Context: an optimization exercise on an open-source flow, tuned for small area, a short achievable clock period and few clock cycles per item. The choices shown serve that exercise and are no tape-out recipe. In this exercise RTL edits were held to simulation tests only and were not proved equivalent to the original.

## flow/design.v (module list and top-level ports; edited modules follow where they fit)
// module agpm_div: 67 lines
// module agpm_sum_tree: 856 lines
// module agpm_att_mul: 809 lines
// module agpm_booth_s16: 30 lines
// module agpm_booth_att: 30 lines
// module adaptive_gain_pcm_mixer: 187 lines
module adaptive_gain_pcm_mixer (
  input  logic        clk,
  input  logic        rst,
  input  logic        sample_valid,
  output logic        sample_ready,
  input  logic [15:0] sample_vocal,
  input  logic [15:0] sample_music,
  input  logic        sample_last,
  output logic        result_valid,
  input  logic        result_ready,
  output logic [15:0] result_mixed,
  output logic        result_clipped,
  output logic        result_last,
  input  logic        cfg_valid,
  output logic        cfg_ready,
  input  logic [3:0]  cfg_index,
  input  logic [15:0] cfg_wdata
);
  // ...
==> flow/run.sh <==
#!/bin/bash
# synth_recipe.tcl (not shown) runs the flow's synth.tcl, then flattens the netlist and writes it again
# the make line also repeats each setting of config.mk as NAME=value (left out here)
make -C /OpenROAD-flow-scripts/flow DESIGN_CONFIG=/design/flow/config.mk WORK_HOME=/design/flow/orfs CLKGATE_MAP_FILE= SYNTH_SCRIPT=/design/flow/synth_recipe.tcl finish
==> flow/config.mk <==
export PLATFORM = sky130hd
export DESIGN_NAME = adaptive_gain_pcm_mixer
export DESIGN_NICKNAME = adaptive_gain_pcm_mixer
export VERILOG_FILES = /design/flow/design.v
export SDC_FILE = /design/flow/constraint.sdc
export NUM_CORES = 4
export LEC_CHECK = 0
export CAP_MARGIN = 20
export CORE_MARGIN = 2
export CORE_UTILIZATION = 55
export SETUP_SLACK_MARGIN = 4.0
export SLEW_MARGIN = 20
==> flow/constraint.sdc <==
create_clock -name core_clock -period 10.0 [get_ports {clk}]
set_input_delay 2.0000 -clock core_clock [delete_from_list [all_inputs] [get_ports {clk}]]
set_output_delay 2.0000 -clock core_clock [all_outputs]
set_load 0.01 [all_outputs]
==> impl_metrics.tcl, run 1 <==
set metrics [dict create \
    io_buffers 77 \
    reg2reg_setup_slack_ns 3.76 \
    area_growth_pct 13.0 \
    rsz0062_at_grt "yes" \
    cts.sinks 296 \
    final_util_pct 62.4 \
    hold_class "reg2reg" \
    synthTopCellsByCount "inv_1, xnor2_1, a22oi_1" \
    syn_area_mm2 0.0418 \
    diodes 0 \
    arrival_ns 6.58 \
    slowest_delay_ns 0.55 \
    wl_met1_um 48300 \
    hold_viol 0 \
    gr-usage-all-layers_pct 33.2 \
    outcome "complete, no violations" \
    wire_per_inst_um 23.4 \
    finalInstanceArea_mm2 0.0472 \
    synth_top_area_share_pct 21.5 \
    layout.nets 5328 \
    cap_violations 0 \
    gp_congestion 0.943 \
    r2r-end "out_neg_clip" \
    netlist_instances 4583 \
    max_slew_margin_pct 23.6 \
    yosysMostFrequentCell "inv_1" \
    path_buf_inv 5 \
    final_common_cell "inv_1" \
    worstPathCellList "buf_12 > buf_12 > a22oi_2 > xnor2_2 > fa_1 > inv_2 > fa_1 > inv_1 > fa_2 > fa_1 > inv_2 > ha_4 > nand4_1 > o21bai_2 > a2111oi_2 > a2111o_1 > a21oi_4 > a41oi_2 > xnor2_2 > or4b_4 > nor3_4 > a31oi_1 > o31a_1" \
    synth_enable_flop_cells 190 \
    initial_core_util_pct 55.3 \
    worst_pin_slew_ns 1.14 \
    dpl_cell_area_mm2 0.0429 \
    seq_area_mm2 0.00789 \
    synth_xor_area_share_pct 15.4 \
    sh_seq_area_pct 16.7 \
    viasPerCell 6.03 \
    largest_class "multi-input combinational cells" \
    synthArstFlopShare_pct 0 \
    core-area_mm2 0.0756 \
]
Testbench counts, summed over its fixed seeds: cycles 3,072, items 2,048.
==> run 2: changes to the inputs <==
--- a/flow/config.mk
+++ b/flow/config.mk
@@ -7,2 +7,3 @@
 export LEC_CHECK = 0
+export ABC_AREA = 1
 export CAP_MARGIN = 20
@@ -12 +13,2 @@
 export SLEW_MARGIN = 20
+export TNS_END_PERCENT = 5
==> run 2 against run 1 <==
  * Still clean on timing, DRC and antenna
  * Final cell count grew 20%
  * First-iteration DRC count up 26%
  * Wire length is 12% higher
  * Non-clock buffer count shrank 146
  * Count of clock-buffer cells in the layout shrank 5
  * Final area increased by 0.41%
  * Sequential cell count stayed put
  * Clock skew is 0.0089 ns lower
  * Setup slack improved by 0.30 ns
  * Sequential share of layout area shrank 0.16 points
  * Critical path type unchanged
  * Largest cell class unchanged
==> impl_metrics.tcl, run 2 <==
set metrics [dict create \
    synthTopCellsByCount "inv_1, nand2_1, xor2_1" \
    tns_ns 0 \
    post-route-drc-count 0 \
    hpwl_um 112000 \
    met1_usage_pct 44.4 \
    vias 38592 \
    path_buf_inv 5 \
    met3_usage_pct 4.65 \
    arrival_ns 6.37 \
    clock_latency_ns 0.61 \
    gr-usage-all-layers_pct 35.5 \
    cts_tree "yes" \
    antenna_found_initial 0 \
    hold_viol 0 \
    drtAntennaViolNets 0 \
    hold_ws_ns 0.421 \
    startpoint_type "register" \
    netlist_instances 5651 \
    final_cell_mix "inv_1, nand2_1, xor2_1" \
    grt_pass1_wl_um 223000 \
    cp-end-kind "register" \
    first_global_vias 37844 \
    ys_seq_area_share_pct 17.9 \
    drt_wl_total_um 146000 \
    synth_top_area_share_pct 20.5 \
    gp_congestion 1.00 \
    worst_pin_slew_ns 1.09 \
    core-area_mm2 0.0789 \
    cts-buffers-inserted 38 \
    setup_viol 0 \
    area_growth_pct 8.24 \
    wire_per_inst_um 21.8 \
    grt_most_used_layer "met2" \
    finalClockSkew_ns 0.0463 \
    fin_crit_sh_pct 59.4 \
    grt_max_degree 68 \
    critPathTopFamily "adder cells" \
    slew_viol_final 0 \
    final_common_cell "inv_1" \
    gr-usage-met2_pct 58.7 \
    drtPass1Iterations 6 \
    cp_max_fo 8 \
    yosys_warnings 2 \
    num_rows 103 \
    syn_avg_cell_area_um2 7.75 \
    post-route-min-period_ns 5.94 \
    viasPerCell 5.78 \
    final_layout_size_suffix_gt1_share_pct 5.13 \
    syn_area_mm2 0.0438 \
    yosysMostFrequentCell "inv_1" \
    rsz0062_at_grt "yes" \
    io_buffers 77 \
    path_class "reg2reg" \
    slowest_delay_ns 0.59 \
    gr-total-overflow 0 \
    drt-initial-drc-count 3691 \
    initial_core_util_pct 55.5 \
    synthFlopType "edfxtp_1" \
    htree_levels 2 \
    crit_slowest_cell "edfxtp_1" \
    cap_violations 0 \
    syn_nets 6431 \
    ys_seq_elements 296 \
    clockRootBuffer "clkbuf_16" \
    synth_enable_flop_cells 190 \
    layout.nets 6382 \
    pin_count 79 \
    diodes 0 \
    clk_pin_slew_worst_paths_ns 0.06 \
    cts_hold_buf 0 \
    synth.top_cells.by_area "fa_1, edfxtp_1, xor2_1, inv_1, nand2_1" \
    outcome "complete, no violations" \
    die_w_um 286 \
    synth_area_leader_cell "fa_1" \
    hold_class "reg2reg" \
    top_regs "s2_ra x33, s2_rb x33, s3_x x32" \
    cts_buffer_depth 3 \
    max_slew_margin_pct 27.7 \
    dp_slack_ns 3.17 \
    die_y_um 286 \
    fin_ws_ns 4.06 \
    die_area_mm2 0.0819 \
    fmax_ghz 0.168 \
    synth_cell_types 58 \
    synthArstFlopShare_pct 0 \
    crit_required_ns 10.44 \
    cts.sinks 296 \
    critPathMostFrequentCell "nand2_1" \
]
-- run 2: per-stage QoR --
| step | std cells | cell area [um^2] | utilization (%) |
|---|---|---|---|
| 6_report | 6682 | 47400 | 60.1 |
| 5_1_grt | 6682 | 47400 | 60.1 |
| 4_1_cts | 6663 | 47000 | 59.5 |
| 3_5_place_dp | 6554 | 45200 | 57.2 |
| 3_3_place_gp | 6554 | 45200 | 57.2 |
| 2_1_floorplan | 5651 | 43800 | - |
-- run 2: repair_timing --
item	in CTS	in global routing
pin swaps	0	1
setup endpoints to repair	39	24
gates cloned	1	0
setup buffers	38	19
resized for setup	47	49
-- run 2: worst paths after layout --
path | from | endpoint | slack [ns] | cells after the start
worst max-delay path | s3_x[29] | u_div.busy | 4.06 | 26
worst max register to register | s3_x[29] | u_div.busy | 4.06 | 26
worst min register to register | s1_last | s2_last | 0.42 | 0
worst min-delay path | s1_last | s2_last | 0.42 | 0
-- run 2: cell families after synthesis --
family / share of synthesized area, %
AND/OR/NAND/NOR: 14.4
buffers and inverters: 11.9
AO/OA/AOI/OAI: 13.7
adder cells (fa/ha/maj): 28.3
XOR/XNOR: 13.6
flip-flops: 17.9
multiplexers: 0.100
other: 0.00857
-- run 2: routing by layer --
metal  wire [um]  vias up
met3       10700      444
met1       56700    18433
met2       67900     1754
li1            -    17961
met4       10500        0
met5           0        -
-- run 2: area by class of cell --
type / count / area, um^2
fill: 7443 / 31500
multi-input combinational: 3973 / 30900
sequential: 296 / 7850
inverter: 1125 / 4370
timing repair buffer: 167 / 1680
tap: 1050 / 1310
clock buffer: 40 / 958
clock inverter: 30 / 325
timing repair inverter: 1 / 7.51
==> run 3: changes to the inputs <==
--- a/flow/config.mk
+++ b/flow/config.mk
@@ -7,3 +7,2 @@
 export LEC_CHECK = 0
-export ABC_AREA = 1
 export CAP_MARGIN = 20
==> run 3 against run 2 <==
  * Setup slack worse by 0.23 ns
  * Global-route usage is 2.4 points lower
  * Critical endpoint is now out_neg_clip
  * Largest cell class unchanged
==> impl_metrics.tcl, run 3 <==
set metrics [dict create \
    crit_slowest_cell "or4b_4" \
    diodes 0 \
    synth_cell_types 84 \
    path_class "reg2reg" \
    finalInstanceArea_mm2 0.0466 \
    area_growth_pct 11.6 \
    drtPass1Iterations 6 \
    synthArstFlopShare_pct 0 \
    cts_buffer_depth 3 \
    critPathMostFrequentCell "fa_1" \
    synth.top_cells.by_area "fa_1, edfxtp_1, xnor2_1, a22oi_1, ha_1" \
    syn_area_mm2 0.0418 \
    fmax_ghz 0.162 \
    synth_area_leader_cell "fa_1" \
    drt-initial-drc-count 2992 \
    core-area_mm2 0.0756 \
    fin_crit_sh_pct 61.7 \
    worst_pin_slew_ns 1.15 \
    initial_core_util_pct 55.3 \
    first_global_vias 33735 \
    hold_ws_ns 0.428 \
    cts.sinks 296 \
    grt_pass1_wl_um 200000 \
    layout.nets 5306 \
    rsz0062_at_grt "yes" \
    yosys_warnings 2 \
    gr-total-overflow 0 \
    final_layout_size_suffix_gt1_share_pct 9.70 \
    netlist_instances 4583 \
    post-route-min-period_ns 6.17 \
    die_area_mm2 0.0781 \
    hold_class "reg2reg" \
    ys_seq_area_share_pct 18.7 \
    hpwl_um 91500 \
    cap_violations 0 \
    startpoint_type "register" \
    yosysMostFrequentCell "inv_1" \
    slowest_delay_ns 0.55 \
    crit_required_ns 10.34 \
    synth_top_area_share_pct 21.5 \
    cp-end-kind "register" \
    die_w_um 280 \
    clock_latency_ns 0.59 \
    final_cell_mix "inv_1, xnor2_1, a22oi_1" \
    ys_seq_elements 296 \
    pin_count 79 \
    drtAntennaViolNets 0 \
    setup_viol 0 \
    die_y_um 280 \
    synthTopCellsByCount "inv_1, xnor2_1, a22oi_1" \
    slew_viol_final 0 \
    antenna_found_initial 0 \
    htree_levels 2 \
    tns_ns 0 \
    io_buffers 77 \
    max_slew_margin_pct 23.2 \
    vias 33234 \
    cts-buffers-inserted 38 \
    syn_nets 5363 \
    synth_enable_flop_cells 190 \
    final_common_cell "inv_1" \
    worstPathCellList "buf_6 > buf_16 > a22oi_2 > xor2_1 > fa_1 > inv_1 > fa_1 > inv_1 > fa_1 > fa_1 > inv_1 > ha_1 > a21oi_1 > o21ai_0 > nor2_1 > o21a_2 > a21oi_4 > a41oi_2 > xnor2_2 > or4b_4 > nor3_4 > a31oi_1 > o31a_1" \
    viasPerCell 6.01 \
    clk_pin_slew_worst_paths_ns 0.06 \
    grt_max_degree 68 \
    cts_tree "yes" \
    syn_avg_cell_area_um2 9.11 \
    gr-usage-all-layers_pct 33.2 \
    top_regs "s2_ra x33, s2_rb x33, s3_x x32" \
    gp_congestion 0.943 \
    clockRootBuffer "clkbuf_16" \
    arrival_ns 6.50 \
    drt_wl_total_um 129000 \
    outcome "complete, no violations" \
    wire_per_inst_um 23.3 \
    num_rows 101 \
    post-route-drc-count 0 \
    cp_max_fo 6 \
    dpl_cell_area_mm2 0.0429 \
    hold_viol 0 \
    synthFlopType "edfxtp_1" \
    finalClockSkew_ns 0.0550 \
]
-- run 3: changes by cell type after synthesis, sizes merged, moves of 63 or more --
cell	delta
nand2	-732
xnor2	+506
a22oi	+490
inv	-479
o22ai	-475
xor2	-451
clkbuf	+164
o21ai	-136
nand3	-100
nor2	-66
a21oi	-63
-- run 3: final timing paths --
check,depth (start not counted),slack [ns],end,from
setup reg to reg,23,3.83,out_neg_clip,s3_x[13]
hold / removal,0,0.43,s2_last,s1_last
hold reg to reg,0,0.43,s2_last,s1_last
setup / recovery,23,3.83,out_neg_clip,s3_x[13]
-- run 3: layout make-up --
cell class | instances | area, um^2
clock buffer | 45 | 1010
clock inverter | 25 | 339
fill | 6644 | 29000
inverter | 613 | 2310
multi-input combinational | 3286 | 30600
sequential | 296 | 7890
tap | 978 | 1220
timing repair buffer | 291 | 3190
-- run 3: per-layer routing --
metal  routed length, um  vias up  track usage, %
met5                   0        -               0
met4                9350        0            20.2
met3                8500      362            4.36
met2               63300     1415            57.2
met1               48000    16199            39.4
li1                    -    15258               -
-- run 3: critical path: cells and delay by family, from the launching register on --
kind	cells	cell delay, ns
adder cells (fa/ha/maj)	5	2.36
AO/OA/AOI/OAI	8	1.56
AND/OR/NAND/NOR	3	0.82
buffers and inverters	5	0.47
flip-flops	1	0.44
XOR/XNOR	2	0.29
-- run 3: cells by family (layout without fill, tap and decap cells) --
logic type / after synthesis / after routing / synth area share (%)
buffers and inverters: 1001 / 974 / 9.06
adders and majority gates: 722 / 722 / 29.7
DFF: 296 / 296 / 18.7
other: 1 / 1 / 0.00898
and+or+nand+nor: 751 / 751 / 8.34
xor gates and xnor gates: 732 / 732 / 15.4
muxes: 75 / 75 / 1.89
AOI/OAI and AO/OA: 1005 / 1005 / 16.9
-- run 3: what timing repair did --
item	4_1_cts	5_1_grt
gates resized for setup	127	22
endpoints found under the setup margin	52	34
hold buffers	0	0
pin swaps	35	16
buffers inserted	136	4
gates cloned	7	1
-- run 3: per-stage QoR --
stage | setup WS (ns) | cells | utilization, %
after global placement | 2.75 | 5316 | 56.8
final | 3.83 | 5534 | 61.6
after CTS | 3.90 | 5529 | 61.4
after floorplan | 3.97 | 4583 | -
after detailed placement | 2.69 | 5316 | 56.8
after global routing | 3.66 | 5534 | 61.6

## what the ideal ports hide
Ports are ideal in the flow. The routed layouts listed here were re-timed in OpenROAD. Step 1: set_driving_cell puts a clkbuf_16 on clk and a buf_2 on each other input, an assumption about the parent block. Step 2 also shifts input and output timing later by t, the mid clock arrival at the registers, as if the neighbouring blocks saw the same clock. Slacks: no drivers / after step 1 / after step 2; pairs: no drivers / after step 1.
run	shift t [ns]	setup slack, ns	worst data-port slew with drivers (ns)
run 1	0.637	3.762 / 3.762 / 3.762	0.06
run 2	0.665	4.062 / 4.062 / 4.062	0.06
run 3	0.637	3.835 / 3.835 / 3.835	0.06
After both steps setup and hold are still met in every run listed.
